From an optimization exercise on the open Yosys and OpenROAD flow, aimed at a short achievable clock period and few clock cycles per item; shortcuts taken in it are not production practice.
Only simulation tests tie the RTL to the original design; equivalence was not proved.
Power and IR drop assume default switching activity.

==> flow/design.v <==
`default_nettype none
package bmhi_pkg;
  localparam int KEY_W         = 32;
  localparam int TAG_W         = 16;
  localparam int IDX_W         = 4;
  localparam int CNT_W         = 5;
  localparam int OP_W          = 2;
  localparam int DEPTH_DEFAULT = 16;
  localparam int IN_DATA_W     = 56;
  localparam int OUT_DATA_W    = 56;
  localparam int OUT_PAD_W     = OUT_DATA_W - KEY_W - TAG_W - CNT_W;
  localparam int ENT_W         = KEY_W + TAG_W;
  localparam int RES_W         = OUT_DATA_W + 1;    
  localparam logic [CNT_W-1:0] CAP_RESET = 5'd16;
  localparam logic [OP_W-1:0] OP_INSERT = 2'd0;
  localparam logic [OP_W-1:0] OP_READ   = 2'd1;
  localparam logic [OP_W-1:0] OP_CLEAR  = 2'd2;
  localparam logic [OP_W-1:0] OP_NOP    = 2'd3;
endpackage
`default_nettype wire
`default_nettype none
module bmhi_ctrl (
  input  wire        clk,
  input  wire        rst,
  input  wire        in_valid,
  output logic       in_ready,
  input  wire        out_ready,
  output logic       req_v,       
  output logic       exe_v,       
  output logic       pop,         
  output logic [3:0] q_v          
);
  logic       take;
  logic [2:0] n, n_next;
  assign take = in_valid & in_ready;
  assign pop  = q_v[0] & out_ready;
  always_comb begin
    n = 3'(q_v[0]) + 3'(q_v[1]) + 3'(q_v[2]) + 3'(q_v[3]);
    n_next = n - 3'(pop) + 3'(exe_v);
  end
  always_ff @(posedge clk) begin
    if (rst) begin
      req_v    <= 1'b0;
      exe_v    <= 1'b0;
      q_v      <= 4'b0000;
      in_ready <= 1'b1;
    end else begin
      req_v    <= take;
      exe_v    <= req_v;
      q_v      <= (n_next == 3'd0) ? 4'b0000 :
                  (n_next == 3'd1) ? 4'b0001 :
                  (n_next == 3'd2) ? 4'b0011 :
                  (n_next == 3'd3) ? 4'b0111 : 4'b1111;
      in_ready <= (3'(take) + 3'(req_v) + n_next) <= 3'd3;
    end
  end
endmodule
`default_nettype wire
`default_nettype none
module bmhi_dpath (
  input  wire                                clk,
  input  wire                                rst,
  input  wire  [bmhi_pkg::IN_DATA_W-1:0]     in_data,
  input  wire  [bmhi_pkg::OP_W-1:0]          in_user,
  input  wire                                cfg_valid,
  input  wire  [bmhi_pkg::CNT_W-1:0]         cfg_data,
  input  wire                                req_v,
  input  wire                                exe_v,
  input  wire                                pop,
  input  wire  [3:0]                         q_v,
  output logic [bmhi_pkg::OUT_DATA_W-1:0]    out_data,
  output logic                               out_user
);
  localparam int N  = bmhi_pkg::DEPTH_DEFAULT;
  localparam int KW = bmhi_pkg::KEY_W;
  localparam int EW = bmhi_pkg::ENT_W;
  localparam int CW = bmhi_pkg::CNT_W;
  localparam int RW = bmhi_pkg::RES_W;
  localparam int IW = bmhi_pkg::IDX_W;
  logic [bmhi_pkg::OP_W-1:0] r_op;
  logic [EW-1:0]             r_ent;      
  logic [IW-1:0]             r_idx;
  always_ff @(posedge clk) begin
    r_op  <= in_user;
    r_ent <= in_data[EW-1:0];
    r_idx <= in_data[EW +: IW];
  end
  logic [EW-1:0] mem [N];
  logic [CW-1:0] count;
  logic [CW-1:0] capacity;
  logic                 e_ins, e_read, e_clr;
  logic [EW-1:0]        e_ent;
  logic [IW-1:0]        e_idx;
  logic [N-1:0]         e_lt;       
  logic ins_ok;
  assign ins_ok = exe_v && e_ins && (count < capacity) && !count[CW-1];
  logic [N-1:0] wr, from_par;
  always_comb begin
    for (int s = 0; s < N; s++) begin
      logic anc;
      anc = 1'b0;
      for (int d = s + 1; d < N; d++) begin
        int a;
        a = d;
        for (int k = 0; k < 4; k++) if (a > s) a = (a - 1) / 2;
        if (a == s && count[3:0] == 4'(d)) anc = 1'b1;
      end
      wr[s]       = ins_ok && ((count[3:0] == 4'(s)) || (anc && e_lt[s]));
      from_par[s] = (s != 0) ? e_lt[(s - 1) / 2] : 1'b0;
    end
  end
  always_ff @(posedge clk) begin
    for (int s = 0; s < N; s++) begin
      if (wr[s]) mem[s] <= from_par[s] ? mem[(s - 1) / 2] : e_ent;
    end
  end
  logic [CW-1:0] count_new;
  always_comb begin
    if (exe_v && e_clr) count_new = '0;
    else if (ins_ok)    count_new = count + CW'(1);
    else                count_new = count;
  end
  always_ff @(posedge clk) begin
    if (rst) count <= '0;
    else     count <= count_new;
  end
  always_ff @(posedge clk) begin
    if (rst)            capacity <= bmhi_pkg::CAP_RESET;
    else if (cfg_valid) capacity <= cfg_data;
  end
  logic signed [KW-1:0] r_key;
  logic signed [KW-1:0] e_key;
  logic signed [KW-1:0] slot_key [N];
  logic [N-1:0]         cmp;
  logic                 e_lt_r;
  logic [N-1:0]         lt_fwd;
  assign r_key  = r_ent[KW-1:0];
  assign e_key  = e_ent[KW-1:0];
  assign e_lt_r = e_key < r_key;
  always_comb begin
    for (int s = 0; s < N; s++) begin
      slot_key[s] = mem[s][KW-1:0];
      cmp[s]      = slot_key[s] < r_key;
    end
    for (int s = 0; s < N; s++) begin
      if (wr[s]) lt_fwd[s] = (s != 0 && from_par[s]) ? cmp[(s - 1) / 2] : e_lt_r;
      else       lt_fwd[s] = cmp[s];
    end
  end
  always_ff @(posedge clk) begin
    e_ins  <= (r_op == bmhi_pkg::OP_INSERT);
    e_read <= (r_op == bmhi_pkg::OP_READ);
    e_clr  <= (r_op == bmhi_pkg::OP_CLEAR);
    e_ent  <= r_ent;
    e_idx  <= r_idx;
    e_lt   <= lt_fwd;
  end
  logic          rd_ok;
  logic [EW-1:0] rd_ent;
  logic [RW-1:0] res;
  assign rd_ok  = exe_v && e_read && ({1'b0, e_idx} < count);
  assign rd_ent = rd_ok ? mem[e_idx] : '0;
  assign res    = {ins_ok | rd_ok, {bmhi_pkg::OUT_PAD_W{1'b0}}, count_new, rd_ent};
  logic [RW-1:0] q [4];
  always_ff @(posedge clk) begin
    for (int i = 0; i < 4; i++) begin
      if (pop) begin
        if (i < 3 && q_v[(i + 1) % 4]) q[i] <= q[(i + 1) % 4];
        else                           q[i] <= res;
      end else if (!q_v[i]) begin
        q[i] <= res;
      end
    end
  end
  assign out_user = q[0][RW-1];
  assign out_data = q[0][bmhi_pkg::OUT_DATA_W-1:0];
endmodule
`default_nettype wire
`default_nettype none
module binary_max_heap_insert_top #(
  parameter int DEPTH = bmhi_pkg::DEPTH_DEFAULT
) (
  input  wire                              clk,
  input  wire                              rst,
  input  wire                              s_axis_tvalid,
  output logic                             s_axis_tready,
  input  wire  [bmhi_pkg::IN_DATA_W-1:0]   s_axis_tdata,
  input  wire  [bmhi_pkg::OP_W-1:0]        s_axis_tuser,
  output logic                             m_axis_tvalid,
  input  wire                              m_axis_tready,
  output logic [bmhi_pkg::OUT_DATA_W-1:0]  m_axis_tdata,
  output logic                             m_axis_tuser,
  input  wire                              cfg_valid,
  output logic                             cfg_ready,
  input  wire  [bmhi_pkg::CNT_W-1:0]       cfg_data
);
  logic       req_v;
  logic       exe_v;
  logic       pop;
  logic [3:0] q_v;
  assign cfg_ready     = 1'b1;
  assign m_axis_tvalid = q_v[0];
  bmhi_ctrl u_ctrl (
    .clk       (clk),
    .rst       (rst),
    .in_valid  (s_axis_tvalid),
    .in_ready  (s_axis_tready),
    .out_ready (m_axis_tready),
    .req_v     (req_v),
    .exe_v     (exe_v),
    .pop       (pop),
    .q_v       (q_v)
  );
  bmhi_dpath u_dpath (
    .clk       (clk),
    .rst       (rst),
    .in_data   (s_axis_tdata),
    .in_user   (s_axis_tuser),
    .cfg_valid (cfg_valid),
    .cfg_data  (cfg_data),
    .req_v     (req_v),
    .exe_v     (exe_v),
    .pop       (pop),
    .q_v       (q_v),
    .out_data  (m_axis_tdata),
    .out_user  (m_axis_tuser)
  );
endmodule
`default_nettype wire
==> flow/run.sh <==
#!/bin/bash
# synth_recipe.tcl (not shown) runs the flow's synth.tcl, then flattens the netlist and writes it again
# the make line also repeats each setting of config.mk as NAME=value (left out here)
make -C /OpenROAD-flow-scripts/flow DESIGN_CONFIG=/design/flow/config.mk WORK_HOME=/design/flow/orfs CLKGATE_MAP_FILE= SYNTH_SCRIPT=/design/flow/synth_recipe.tcl finish
==> flow/config.mk <==
export PLATFORM = sky130hd
export DESIGN_NAME = binary_max_heap_insert_top
export DESIGN_NICKNAME = binary_max_heap_insert_top
export VERILOG_FILES = /design/flow/design.v
export SDC_FILE = /design/flow/constraint.sdc
export NUM_CORES = 4
export LEC_CHECK = 0
export ABC_CLOCK_PERIOD_IN_PS = 2500
export CAP_MARGIN = 20
export CORE_MARGIN = 2
export CORE_UTILIZATION = 40
export SETUP_SLACK_MARGIN = 3.5
export SLEW_MARGIN = 20
export TNS_END_PERCENT = 20
==> flow/constraint.sdc <==
create_clock -name core_clock -period 6.0 [get_ports {clk}]
set_input_delay 1.2000 -clock core_clock [delete_from_list [all_inputs] [get_ports {clk}]]
set_output_delay 1.2000 -clock core_clock [all_outputs]
set_load 0.01 [all_outputs]
==> flow_summary.yaml <==
pwr:
  power_mw: 20.0
  combPwrFrac_pct: 15.3
  leakagePower_nw: 24.5
  power.density_mw_per_mm2: 300
  swShare_pct: 27.0
  p_switching_mw: 5.39
  power_frac_clock_pct: 38.4
  irDropWorstVdd_uv: 237
  seqPwrFrac_pct: 46.3
  p_int_mw: 14.6
finish:
  area_growth_pct: 26.9
  final_cell_mix: "edfxtp_1 (825), nand2_1 (566), mux2_2 (387)"
  design_area_mm2: 0.0667
  stdcell_count: 6491
  finish.utilization_pct: 50.9
  nets: 4995
  final_common_cell: "edfxtp_1"
  drive_above_1_share_pct: 31.2
timing:
  timing.final.crit_share_pct: 47.2
  totalNegativeSetupSlack_ns: 0
  min_period_ns: 2.83
  hold_violations: 0
  report.final.slew_viol_count: 0
  tightest_slew_ns: 1.13
  max_freq_mhz: 353
  rsz0062_at_grt: "true"
  setup_violations: 0
  timing.slew.headroom_pct: 24.9
  skew_ns: 0.0373
critical_path:
  crit_fanout: 4
  cpMaxStageDelayCell: "a221o_1"
  critPathMaxStageDelay_ns: 0.45
  path_delay_family: "compound AO/OA/AOI/OAI gates"
  worstPathCellList: "clkinvlp_4 -> ha_4 -> a21o_1 -> a211o_1 -> a2111oi_4 -> o31ai_4 -> a221o_1 -> a311o_1 -> o221ai_2"
  start_kind: "flip-flop"
  cp.buffers_inverters: 1
  cp.arrival_ns: 3.49
  criticalPathCategory: "reg2reg"
  crit_required_ns: 6.66
  r2r_slack_ns: 3.17
  critPathCaptureType: "flip-flop"
synthesis:
  synth_area_per_cell_um2: 12.7
  syn_nets: 4500
  ys.flop_type: "edfxtp_1"
  synth_top_area_share_pct: 47.1
  synth.largest_area_cell: "edfxtp_1"
  synth_area_mm2: 0.0526
  postSynthCellCount: 4133
  synth_cell_types: 72
  netlist_top_cells_area: "edfxtp_1 (47%), dfxtp_1 (12%), mux2_2 (8.3%)"
  synthArstFlopShare_pct: 0
  synth-seq-area-share_pct: 58.7
  synth-edff-count: 825
  yosysWarnings: 5
  ys_ff_latch: 1130
cts:
  worst_skew_pair.late_latency_ns: 0.76
  path_clk_slew_ns: 0.06
  cts_tree: "built"
  holdBufCountCts: 0
  cts_buffer_depth: 3
  htreeDepth: 3
  numCtsBuffers: 120
  clkSinkCount: 1130
  root_buffer: "clkbuf_16"
grt:
  grt-ovfl-total: 0
  grt_pass1_vias: 38300
  grt_pass1_wl_mm: 282
  antenna_found_initial: 7
  grt_max_degree: 82
  grtUsageTotal_pct: 29.0
route:
  initialDrtViolationCount: 5639
  vias: 40600
  routed_wl_mm: 205
  wl_per_cell_um: 31.7
  firstDrtPassIters: 6
  drc_errors: 0
  drt-vias-per-instance: 6.26
  ant_nets: 0
die:
  initial_core_util_pct: 40.1
  io_pins: 128
  num_rows: 133
  die_w_um: 367
  die_area_mm2: 0.134
  core_region_area_mm2: 0.131
  die_y_um: 367
placed_design:
  placed_cells: 5846
  dp_hpwl_mm: 107
  io_buffer_count: 122
  place_congestion: 0.916
  place_area_mm2: 0.0558
outcome:
  status: "no timing/DRC/antenna violations"
worst_hold_path:
  worstHoldPathType: "reg2reg"
job:
  max_cap_violations: 0
layout make-up:
| type | count | area [um^2] |
|---|---|---|
| diodes | 3 | 7.51 |
| flip-flops and latches | 1130 | 31000 |
| clock inverters | 61 | 712 |
| multi-input cells | 2727 | 22500 |
| repair buffers | 586 | 6620 |
| fillers | 11200 | 64300 |
| repair inverters | 1 | 8.76 |
| well taps | 1755 | 2200 |
| inverters | 62 | 383 |
| clock buffers | 166 | 3310 |
sequential cells by signal (all words and copies together) (netlist names):
signal,count
u_dpath.r_op,2
u_dpath.mem,768
u_dpath.e_read,1
u_ctrl.in_ready,1
u_dpath.e_clr,1
u_dpath.q,228
u_ctrl.req_v,1
u_dpath.capacity,5
u_dpath.r_idx,4
u_dpath.e_idx,4
u_dpath.r_ent,48
u_ctrl.q_v,4
u_dpath.e_ins,1
u_dpath.e_lt,8
u_ctrl.exe_v,1
u_dpath.e_ent,48
u_dpath.count,5
worst paths after layout:
kind	cells after the start	from	endpoint
worst max-delay path	9	u_dpath.r_ent[9]	u_dpath.e_lt[7]
worst min register to register	0	u_dpath.r_idx[1]	u_dpath.e_idx[1]
worst max register to register	9	u_dpath.r_ent[9]	u_dpath.e_lt[7]
worst min-delay path	0	u_dpath.r_idx[1]	u_dpath.e_idx[1]
Yosys cell counts (all sizes together), types with 5 or more instances:
cell     count
a21o        50
and2         7
inv         60
clkbuf     122
nand2b      17
and4         5
o31ai       12
a22oi      376
edfxtp     825
nor3        53
o22ai       15
nand2      613
nor2b       14
and3        10
a41oi        5
ha         296
a2111oi     41
o21a        10
a211oi      29
nor2       106
o211ai      10
buf        116
a21oi      303
a31oi        7
mux2       387
or3          5
mux2i       61
dfxtp      305
nor4         8
nand4       97
and4bb       6
nand3       16
o21ai       75
a221oi       9
worst register-to-register path: cells and delay by family (launching register included):
family	cells	cell delay, ns
AO/OA/AOI/OAI	7	1.93
flip-flops	1	0.37
adder cells (fa/ha/maj)	1	0.28
buffers and inverters	1	0.16
stage by stage:
step	setup WS, ns	hold slack [ns]
3_5_place_dp	1.63	0.312
5_1_grt	3.12	0.335
6_report	3.17	0.326
2_1_floorplan	2.19	0.310
3_3_place_gp	1.65	0.313
4_1_cts	3.22	0.327
power groups by stage:
| stage | Combinational (mW) | Clock [mW] | Sequential (mW) |
|---|---|---|---|
| floorplan | 1.74 | 0 | 9.28 |
| global placement | 2.56 | 0 | 9.40 |
| detailed placement | 2.60 | 0 | 9.41 |
| CTS | 2.85 | 7.75 | 9.24 |
| global route | 3.26 | 8.06 | 9.29 |
| finish | 3.06 | 7.68 | 9.25 |
layer usage:
layer | track usage, % | share of wire, %
met5 | 0 | 0.019
met4 | 15.4 | 6.7
met3 | 8.20 | 13
met2 | 43.6 | 43
met1 | 37.9 | 37
what timing repair did:
action,in CTS,in global routing
gates resized for setup,453,227
buffers inserted,222,142
gates cloned,44,7
endpoints found under the setup margin,1069,962
pin swaps,159,109
cell families (layout without fill, tap and decap cells):
kind of cell	count (synthesis)	after routing	synth area share, %
other	1	4	0.00713
AOI/OAI and AO/OA	968	972	13.5
adders and majority gates	299	299	7.16
DFF	1130	1130	58.7
muxes	448	448	9.46
buffers and inverters	300	876	2.63
xor gates and xnor gates	6	6	0.100
and+or+nand+nor	981	1001	8.38
Testbench counts, summed over its fixed seeds: cycles 4,824, items 4,800.

port drivers added, routing unchanged:
The results above use ideal ports. As a check the final layout listed here was re-extracted and re-timed, cells and wires unchanged.
Step 1 assumes that a clkbuf_16 drives the clock port and a buf_2 every other input.
Step 2, shift: input delay + t, output delay - t, t = (earliest + latest rising clock arrival at the registers) / 2. This alone moves slack from input paths to output paths.
a / b / c = ideal / step 1 / step 2; a / b = the first two.
shift t [ns]: 0.818
slack for setup (ns): 3.170 / 3.170 / 2.419
worst setup path at the end: input to register
cell pins on the clock port's net: 1
After both steps this run still meets setup and hold. The setup slack of this run moves by 0.000 ns with the drivers and by -0.751 ns with both steps.
